Source: an optimization exercise on an open RTL-to-GDS flow (aim: small area, a short achievable clock period and few clock cycles per item). Production flows keep margins and buffers that such runs may drop. Function was checked by simulation only, so behaviour that the tests miss may differ from the original. Power is estimated from default activity; no workload was simulated.

===== flow/config.mk =====
export PLATFORM = sky130hd
export DESIGN_NAME = sorted_key_set_engine
export DESIGN_NICKNAME = sorted_key_set_engine
export VERILOG_FILES = /design/flow/design.v
export SDC_FILE = /design/flow/constraint.sdc
export NUM_CORES = 4
export LEC_CHECK = 0
export CAP_MARGIN = 20
export CORE_MARGIN = 2
export CORE_UTILIZATION = 30
export SETUP_SLACK_MARGIN = 3.0
export SLEW_MARGIN = 20
export SYNTH_HIERARCHICAL = 1

===== flow/constraint.sdc =====
create_clock -name core_clock -period 6.5 [get_ports {clock}]
set_input_delay 1.3000 -clock core_clock [delete_from_list [all_inputs] [get_ports {clock}]]
set_output_delay 1.3000 -clock core_clock [all_outputs]
set_load 0.01 [all_outputs]

===== flow/design.v =====
`default_nettype none
package skse_pkg;
   localparam int CAPACITY = 32;
   localparam int KEY_W    = 32;
   localparam logic [2:0] OP_INSERT    = 3'd0;
   localparam logic [2:0] OP_DELETE    = 3'd1;
   localparam logic [2:0] OP_SEARCH    = 3'd2;
   localparam logic [2:0] OP_LIST_ASC  = 3'd3;
   localparam logic [2:0] OP_LIST_DESC = 3'd4;
   localparam logic [2:0] ST_OK       = 3'd0;
   localparam logic [2:0] ST_DUP      = 3'd1;
   localparam logic [2:0] ST_NOTFOUND = 3'd2;
   localparam logic [2:0] ST_EMPTY    = 3'd3;
   localparam logic [2:0] ST_FULL     = 3'd4;
endpackage
`default_nettype wire
`default_nettype none
module skse_status (
   input  wire        ins,
   input  wire        found,
   input  wire        full,
   input  wire        empty,
   output logic [2:0] status
);
   always_comb begin
      if (ins)
         status = found ? skse_pkg::ST_DUP : full ? skse_pkg::ST_FULL : skse_pkg::ST_OK;
      else if (empty)
         status = skse_pkg::ST_EMPTY;
      else if (!found)
         status = skse_pkg::ST_NOTFOUND;
      else
         status = skse_pkg::ST_OK;
   end
endmodule
`default_nettype wire
`default_nettype none
module skse_cmp (
   input  wire logic [31:0] x,
   input  wire logic [31:0] y,
   output logic             g,
   output logic             e
);
   logic [31:0] gg, pp;
   always_comb begin
      gg = x & y;
      pp = x | y;
      for (int w = 1; w < 32; w = w * 2) begin
         for (int j = 0; j < 32; j = j + 2 * w) begin
            gg[j] = gg[j+w] | (pp[j+w] & gg[j]);
            pp[j] = pp[j+w] & pp[j];
         end
      end
      g = gg[0];
      e = pp[0] & ~gg[0];
   end
endmodule
`default_nettype wire
`default_nettype none
module sorted_key_set_engine (
   input  wire         clock,
   input  wire         reset,
   input  wire         req_valid,
   output logic        req_ready,
   input  wire  [2:0]  req_opcode,
   input  wire  [31:0] req_key,
   output logic        rsp_valid,
   input  wire         rsp_ready,
   output logic [2:0]  rsp_status,
   output logic [31:0] rsp_value,
   output logic        rsp_last
);
   localparam int N = skse_pkg::CAPACITY;
   localparam logic [31:0] M_EVEN = 32'h8000_0000;
   localparam logic [31:0] M_ODD  = 32'h7FFF_FFFF;
   function automatic logic [N-1:0] rotl(input logic [N-1:0] v);    
      rotl = {v[N-2:0], v[N-1]};
   endfunction
   function automatic logic [N-1:0] rotr(input logic [N-1:0] v);    
      rotr = {v[0], v[N-1:1]};
   endfunction
   logic [31:0]  s [N];                 
   logic [N-1:0] vld;                   
   logic [N-1:0] bo;                    
   logic         full, empty;
   logic         rdy;
   logic         v1;
   logic [2:0]   op1;
   logic [31:0]  key1;
   logic         v2, lst2, desc2, ins2, del2, found2;
   logic [31:0]  key2;
   logic [N-1:0] lt2;                   
   logic [N-1:0] eq2;                   
   logic [N-1:0] loh;                   
   logic         llast;                 
   logic         push, rfull, rv, kv, take;
   logic [35:0]  push_data, rd, kd;
   assign take  = !rv || rsp_ready;
   assign rfull = kv;
   always_ff @(posedge clock) begin
      if (reset) begin
         rv <= 1'b0;
         kv <= 1'b0;
      end else if (take) begin
         rv <= kv || push;
         kv <= 1'b0;
      end else if (push) begin
         kv <= 1'b1;
      end
   end
   always_ff @(posedge clock) begin
      if (take) rd <= kv ? kd : push_data;
      if (!kv)  kd <= push_data;
   end
   assign rsp_valid  = rv;
   assign rsp_status = rd[35:33];
   assign rsp_last   = rd[32];
   assign rsp_value  = rd[31:0];
   assign req_ready  = rdy;
   logic listing, fire2, ins_ok, del_ok, s2_done;
   logic [N-1:0] top;                   
   logic [N-1:0] geq2, sel_key, sel_up;
   logic [2:0]   status2;
   logic [31:0]  list_val;
   assign top     = full ? rotr(bo) : (vld & ~rotr(vld));
   assign listing = v2 && lst2 && !empty;
   assign fire2   = v2 && !listing && !rfull;
   assign found2  = |eq2;
   assign ins_ok  = fire2 && ins2 && !found2 && !full;
   assign del_ok  = fire2 && del2 && found2;
   assign geq2    = vld & ~lt2;
   assign sel_key = {N{ins_ok}} & ~lt2 & (rotl(lt2) | bo);
   assign sel_up  = ({N{ins_ok}} & rotl(geq2)) | ({N{del_ok}} & rotl(lt2));
   skse_status u_status (
      .ins    (ins2),
      .found  (found2),
      .full   (full),
      .empty  (empty),
      .status (status2)
   );
   always_comb begin
      list_val = '0;
      for (int i = 0; i < N; i++)
         list_val |= (s[i] ^ ((i % 2) ? M_ODD : M_EVEN)) & {32{loh[i]}};
   end
   assign push      = fire2 || (listing && !rfull);
   assign push_data = listing ? {skse_pkg::ST_OK, llast, list_val} : {status2, 1'b1, 32'd0};
   assign s2_done   = !v2 || fire2 || (listing && !rfull && llast);
   logic [31:0] kin_even, kin_odd;
   assign kin_even = ~(key2 ^ M_EVEN);
   assign kin_odd  = ~(key2 ^ M_ODD);
   always_ff @(posedge clock) begin
      for (int i = 0; i < N; i++) begin
         s[i] <= ~(({32{sel_key[i]}} & ((i % 2) ? kin_odd : kin_even)) |
                   ({32{sel_up[i]}} & s[(i + N - 1) % N]) |
                   ({32{!sel_key[i] && !sel_up[i]}} & ~s[i]));
      end
   end
   logic [N-1:0] vld_nx, bo_nx, top_nx;
   logic         full_nx, empty_nx, nearly_full, only_one, only_two, one_nx;
   assign nearly_full = &(vld | rotl(vld));              
   assign only_one    = ~|(vld & ~bo);                   
   assign only_two    = ~|(vld & ~bo & ~rotl(bo));       
   always_comb begin
      vld_nx = vld;
      bo_nx  = bo;
      if (ins_ok) vld_nx = vld | sel_key | sel_up;
      if (del_ok) begin
         vld_nx = vld & ~bo;
         bo_nx  = rotl(bo);
      end
      full_nx  = (ins_ok && nearly_full) || (full && !del_ok);
      empty_nx = (empty && !ins_ok) || (del_ok && only_one);
      top_nx   = ins_ok ? (empty ? bo : rotl(top)) : top;
      one_nx   = ins_ok ? empty : del_ok ? (only_two && !only_one) : (only_one && !empty);
   end
   logic [N-1:0] lt1, eq1, lt1_nx, eq1_nx;
   logic         lt12, eq12, mv12;
   logic [31:0]  yo, ye;
   assign yo = key1 ^ 32'h8000_0000;      
   assign ye = ~yo;                       
   for (genvar i = 0; i < N; i++) begin : g_cmp
      logic g, e;
      skse_cmp u_cmp (.x(s[i]), .y((i % 2) ? yo : ye), .g(g), .e(e));
      assign lt1[i] = vld[i] && ((i % 2) ? g : !(g || e));
      assign eq1[i] = vld[i] && e;
   end
   skse_cmp u_cmp12 (.x(~(key2 ^ M_EVEN)), .y(yo), .g(lt12), .e(eq12));
   always_comb begin
      for (int i = 0; i < N; i++) begin
         if (sel_key[i]) begin
            lt1_nx[i] = lt12;
            eq1_nx[i] = eq12;
         end else if (sel_up[i]) begin
            lt1_nx[i] = lt1[(i + N - 1) % N];
            eq1_nx[i] = eq1[(i + N - 1) % N];
         end else begin
            lt1_nx[i] = lt1[i] && !(del_ok && bo[i]);
            eq1_nx[i] = eq1[i] && !(del_ok && bo[i]);
         end
      end
   end
   assign mv12 = v1 && s2_done;
   logic v1_nx, v2_nx, acc, rfull_nx;
   assign acc = req_valid && rdy;
   assign rfull_nx = (rsp_valid && !rsp_ready) ? (rfull || push) : 1'b0;
   always_comb begin
      v1_nx = v1;
      if (mv12) v1_nx = 1'b0;
      if (acc)  v1_nx = (req_opcode <= skse_pkg::OP_LIST_DESC);
      v2_nx = v2;
      if (s2_done) v2_nx = mv12;
   end
   logic [N-1:0] loh_nx, lend;
   logic         lst2_nx, desc2_nx, llast_nx, penult;
   assign lend   = desc2 ? bo : top;                           
   assign penult = |(loh & (desc2 ? rotl(bo) : rotr(top)));    
   always_comb begin
      loh_nx   = loh;
      llast_nx = llast;
      if (mv12) begin
         loh_nx   = (op1 == skse_pkg::OP_LIST_DESC) ? top_nx : bo_nx;
         llast_nx = one_nx;
      end else if (listing && !rfull) begin
         loh_nx   = desc2 ? rotr(loh) : rotl(loh);
         llast_nx = penult;
      end
      lst2_nx  = mv12 ? (op1 == skse_pkg::OP_LIST_ASC || op1 == skse_pkg::OP_LIST_DESC) : lst2;
      desc2_nx = mv12 ? (op1 == skse_pkg::OP_LIST_DESC) : desc2;
   end
   always_ff @(posedge clock) begin
      if (reset) begin
         rdy   <= 1'b0;
         v1    <= 1'b0;
         v2    <= 1'b0;
         vld   <= '0;
         bo    <= {{(N-1){1'b0}}, 1'b1};
         full  <= 1'b0;
         empty <= 1'b1;
      end else begin
         v1    <= v1_nx;
         v2    <= v2_nx;
         vld   <= vld_nx;
         bo    <= bo_nx;
         full  <= full_nx;
         empty <= empty_nx;
         rdy   <= !v1_nx || !v2_nx ||
                  (!rfull_nx && (!lst2_nx || (llast_nx && !empty_nx)));
      end
   end
   always_ff @(posedge clock) begin
      if (acc) begin
         op1  <= req_opcode;
         key1 <= req_key;
      end
      lst2  <= lst2_nx;
      desc2 <= desc2_nx;
      loh   <= loh_nx;
      llast <= llast_nx;
      if (mv12) begin
         ins2    <= (op1 == skse_pkg::OP_INSERT);
         del2    <= (op1 == skse_pkg::OP_DELETE);
         eq2     <= eq1_nx;
         key2    <= key1;
         lt2     <= lt1_nx;
      end
   end
endmodule
`default_nettype wire

===== flow/run.sh =====
#!/bin/bash
# synth_recipe.tcl (not shown) runs the flow's synth.tcl, then flattens the netlist and writes it again
# the make line also repeats each setting of config.mk as NAME=value (left out here)
make -C /OpenROAD-flow-scripts/flow DESIGN_CONFIG=/design/flow/config.mk WORK_HOME=/design/flow/orfs CLKGATE_MAP_FILE= SYNTH_SCRIPT=/design/flow/synth_recipe.tcl finish

==> notes.md <==
status finished clean; fraction of layout cells with a size suffix above 1 0.2165; Hold Crit Start kd[32]$_DFF_P_; area of the die 258000 µm²; per-instance average area after synthesis 8.442 µm²; synthesized cell area 76180 µm²; clock tree sinks 1335; TritonCTS clock tree yes; CP Launch Type register; Hold Violations, Final 0; post-synthesis async set-or-reset flop share 0; share of power burned in registers 0.433; Iteration-0 DRC Markers 18811; post-synth top area share 0.2977; final-stage net count 9132; cell accounting for the most synthesized area sky130_fd_sc_hd__dfxtp_1; chip height 507.9 µm; first-pass detailed-route iteration total 11; fmax 270.4 MHz; clock root cell sky130_fd_sc_hd__clkbuf_16; P&R area growth vs syn 20.80%; count of standard-cell rows about 190; number of synthesized flops with an enable pin 202; leading cell types by total area after synthesis sky130_fd_sc_hd__dfxtp_1, sky130_fd_sc_hd__nor2_1, sky130_fd_sc_hd__o221a_2, sky130_fd_sc_hd__edfxtp_1, sky130_fd_sc_hd__a221oi_1; Initial Utilization 0.3008; Crit Reg-Reg Startpoint key1[19]$_DFFE_PP_; measured slew at the worst slew-check pin 1.365 ns; final setup violation count 0; sequential-to-total area share from yosys stat 0.3774; launch point of the critical path key1[19]$_DFFE_PP_; buffer depth of the longest clock path 3; clk_skew 0.05112 ns; critical path capture point type register; GRT Overall Usage 0.4412; Yosys warnings 11; Worst Path Class, Setup reg -> reg; GP Congestion 1.122; width of the chip 507.9 µm; slack of the worst reg-to-reg path 2.80 ns; switching portion of total power 0.4191; leak pwr ~0.032 µW; part of the cycle the worst path needs 0.5689; htree depth 4; global-route wire length before repair 775000 µm; total negative slack for setup checks 0 ns; RSZ-0062 raised after global routing yes; Int Pwr around 19000 µW; worst vdd rail ir drop between 0.0003 and 0.0004 V; final hold slack 0.4472 ns; required arrival time at the worst endpoint 7.08 ns; number of antenna violations at the first check in global routing 68; power density cells 359.8 nW/µm²; I/O pin cnt 77; clock latency reported for the late side of the worst-skew pair 0.89 ns; Net Sw Power around 14000 µW; library cells used by synthesis 82; routed via count 94351; number of CTS-inserted buffers 168; sum of overflow across all layers after global routing 0; number of cells produced by synthesis 9024; Seq cells post-synth 1335; largest fanout of any net on the critical path 35; number of input and output port buffers inserted 76; Hold WC Path Type reg -> reg; post-DR vias/cell 7.444; Max-Slew Margin vs Limit 0.06670; part of the power in the clock network 0.306; WL/cell between 40 and 50 µm; final critical delay including setup and external delays 3.698 ns; maximum number of pins on one net before global-route repair 95; Max-Cap Viols 0; overall routed net length approximately 600000 µm; part of the total power dissipated in combinational logic 0.261; Clock Pin Slew Worst Setup and Hold Paths 0.06 ns; synthesized net count 9063; # DRC 0; dominant synthesized flop cell sky130_fd_sc_hd__dfxtp_1; vias in the first global route 83169; Crit path arrival time 4.28 ns; area of the core 253200 µm²; number of nets with antenna violations after routing 0; final slew viol count 0; Final HPWL DP 409100 µm
==> per-module statistics from Yosys, one instance, submodules excluded <==
| module | cells | times used | cell area [µm²] |
|---|---|---|---|
| sorted_key_set_engine | 6312 | 1 | 60010 |
| skse_cmp | 82 | 33 | 489.2 |
| skse_status | 6 | 1 | 25.02 |
==> worst paths after layout <==
| path | depth (start not counted) | to |
|---|---|---|
| max | 9 | eq2[15]$_DFFE_PP_ |
| min | 2 | kd[32]$_DFF_P_ |
| max reg2reg | 9 | eq2[15]$_DFFE_PP_ |
| min reg2reg | 2 | kd[32]$_DFF_P_ |
==> registers in the layout (all words and copies together) (netlist names), 3 cells and up <==
register and flops:
lt2 32, eq2 32, kd 36, key2 32
bo 32, rd 36, key1 32, op1 3
s 1024, vld 32, loh 32
==> synthesized netlist by cell type (151+ instances only) <==
| library cell | count |
|---|---|
| sky130_fd_sc_hd__a21oi_1 | 463 |
| sky130_fd_sc_hd__a221oi_1 | 517 |
| sky130_fd_sc_hd__a22oi_1 | 237 |
| sky130_fd_sc_hd__a31oi_1 | 229 |
| sky130_fd_sc_hd__buf_2 | 169 |
| sky130_fd_sc_hd__clkbuf_1 | 429 |
| sky130_fd_sc_hd__dfxtp_1 | 1133 |
| sky130_fd_sc_hd__edfxtp_1 | 202 |
| sky130_fd_sc_hd__nand2_1 | 951 |
| sky130_fd_sc_hd__nor2_1 | 1645 |
| sky130_fd_sc_hd__nor3_1 | 151 |
| sky130_fd_sc_hd__o21ai_0 | 245 |
| sky130_fd_sc_hd__o221a_2 | 543 |
| sky130_fd_sc_hd__o22ai_1 | 474 |
==> cell type report <==
type / instances / area, µm²
multi-input cells: 6868 / 46470
flip-flops and latches: 1335 / 28750
repair inverters: 3 / 22.52
fillers: 25807 / 161200
repair buffers: 601 / 6082
inverters: 116 / 548.0
clock buffers: 234 / 4870
clock inverters: 73 / 873.3
well taps: 3366 / 4212
diodes: 78 / 195.2
==> metrics by stage <==
step / total power, µW / std cells / utilization / setup slack, ns / area (µm²)
floorplan: 16510 / 9024 / - / 2.543 / 76210
detailed placement: 21500 / 12105 / 0.3215 / 1.605 / 81410
CTS: 31770 / 12527 / 0.3554 / 2.955 / 89990
global placement: 21350 / 12098 / 0.3206 / 0.9200 / 81190
global route: 33310 / 12596 / 0.3626 / 2.870 / 91830
finish: 33110 / 12674 / 0.3634 / 2.802 / 92030
==> critical path: stages (launching register included) <==
cell and delay [ns]:
sky130_fd_sc_hd__edfxtp_1 0.42, sky130_fd_sc_hd__buf_6 0.39, sky130_fd_sc_hd__o22ai_1 0.19, sky130_fd_sc_hd__nor2_1 0.43, sky130_fd_sc_hd__nand2_1 0.10, sky130_fd_sc_hd__o31ai_1 0.85, sky130_fd_sc_hd__nor2_1 0.28, sky130_fd_sc_hd__and4b_1 0.33
sky130_fd_sc_hd__a41oi_1 0.20, sky130_fd_sc_hd__o21ai_0 0.14
==> power groups by stage <==
stage               combinational [µW]  sequential, µW  clock (µW)
detailed placement                7520           14000           0
global route                      8820           14100       10400
floorplan                         4520           12000           0
global placement                  7400           14000           0
finish                            8650           14300       10100
CTS                               7880           13800       10100
==> layout by cell type (no fill, tap or decap), types with 66 or more instances in the layout <==
cell type	n
sky130_fd_sc_hd__buf_4	380
sky130_fd_sc_hd__dfxtp_1	1130
sky130_fd_sc_hd__a22o_1	121
sky130_fd_sc_hd__nor3_1	133
sky130_fd_sc_hd__mux2i_1	92
sky130_fd_sc_hd__o221a_2	543
sky130_fd_sc_hd__diode_2	78
sky130_fd_sc_hd__a22oi_1	237
sky130_fd_sc_hd__clkbuf_16	181
sky130_fd_sc_hd__a31oi_1	228
sky130_fd_sc_hd__nand2_1	949
sky130_fd_sc_hd__nand4_1	74
sky130_fd_sc_hd__o211ai_1	96
sky130_fd_sc_hd__a221oi_2	127
sky130_fd_sc_hd__o22ai_1	459
sky130_fd_sc_hd__buf_12	66
sky130_fd_sc_hd__edfxtp_1	202
sky130_fd_sc_hd__clkdlybuf4s50_1	75
sky130_fd_sc_hd__a221oi_1	514
sky130_fd_sc_hd__o21ai_0	240
sky130_fd_sc_hd__a21oi_1	425
sky130_fd_sc_hd__nor2_1	1568
sky130_fd_sc_hd__inv_1	77
==> logic make-up (layout without fill, tap and decap cells) <==
kind of cell,count (synthesis),after routing,share of synthesized area
mux,93,93,0.01224
other cells,0,78,0
fa+ha+maj,33,33,0.004878
compound gates,3529,3532,0.3746
buf+inv,834,1027,0.05045
flops,1335,1335,0.3774
simple gates,3200,3210,0.1805
==> timing repair <==
action,4_1_cts,5_1_grt
cloned,15,9
buffers inserted,100,54
pin swaps,46,57
gates resized for setup,309,207
hold buffers,0,0
endpoints found under the setup margin,1133,406
==> metal layers <==
layer | GRT usage | vias up | wire [µm]
met5 | 0.008889 | - | 627
met4 | 0.4035 | 29 | 67650
met3 | 0.2127 | 2813 | 92400
met2 | 0.5965 | 9462 | 230600
met1 | 0.5062 | 46283 | 208600
li1 | - | 35764 | -
Testbench counts, summed over its fixed seeds: cycles 17,648, items 12,000.

[separate check: timing with driven ports]
In the flow no input, the clock included, has a driving cell. The finished layout below was timed again as built, in two steps.
Step 1 (the two cells are an assumption about what drives the block):
set clk [get_ports {clock}]
set_driving_cell -lib_cell sky130_fd_sc_hd__clkbuf_16 $clk
set_driving_cell -lib_cell sky130_fd_sc_hd__buf_2 [delete_from_list [all_inputs] $clk]
Step 2 times the ports against the registers' clock, not the clock port: input delays grow and output delays shrink by t, the midpoint of the rising clock arrivals with the driver on.
Slacks: ideal / step 1 / step 2; pairs: ideal / step 1.
t (ns): 0.968
slack for setup (ns): 2.802 / 2.802 / 2.802
worst setup path after step 2: register to register
latest minus earliest clock arrival (ns): 0.055 / 0.055
pins driven straight from the clock port: 1
After both steps this run still meets setup and hold. The setup slack of this run moves by 0.000 ns with the drivers and by 0.000 ns with both steps.
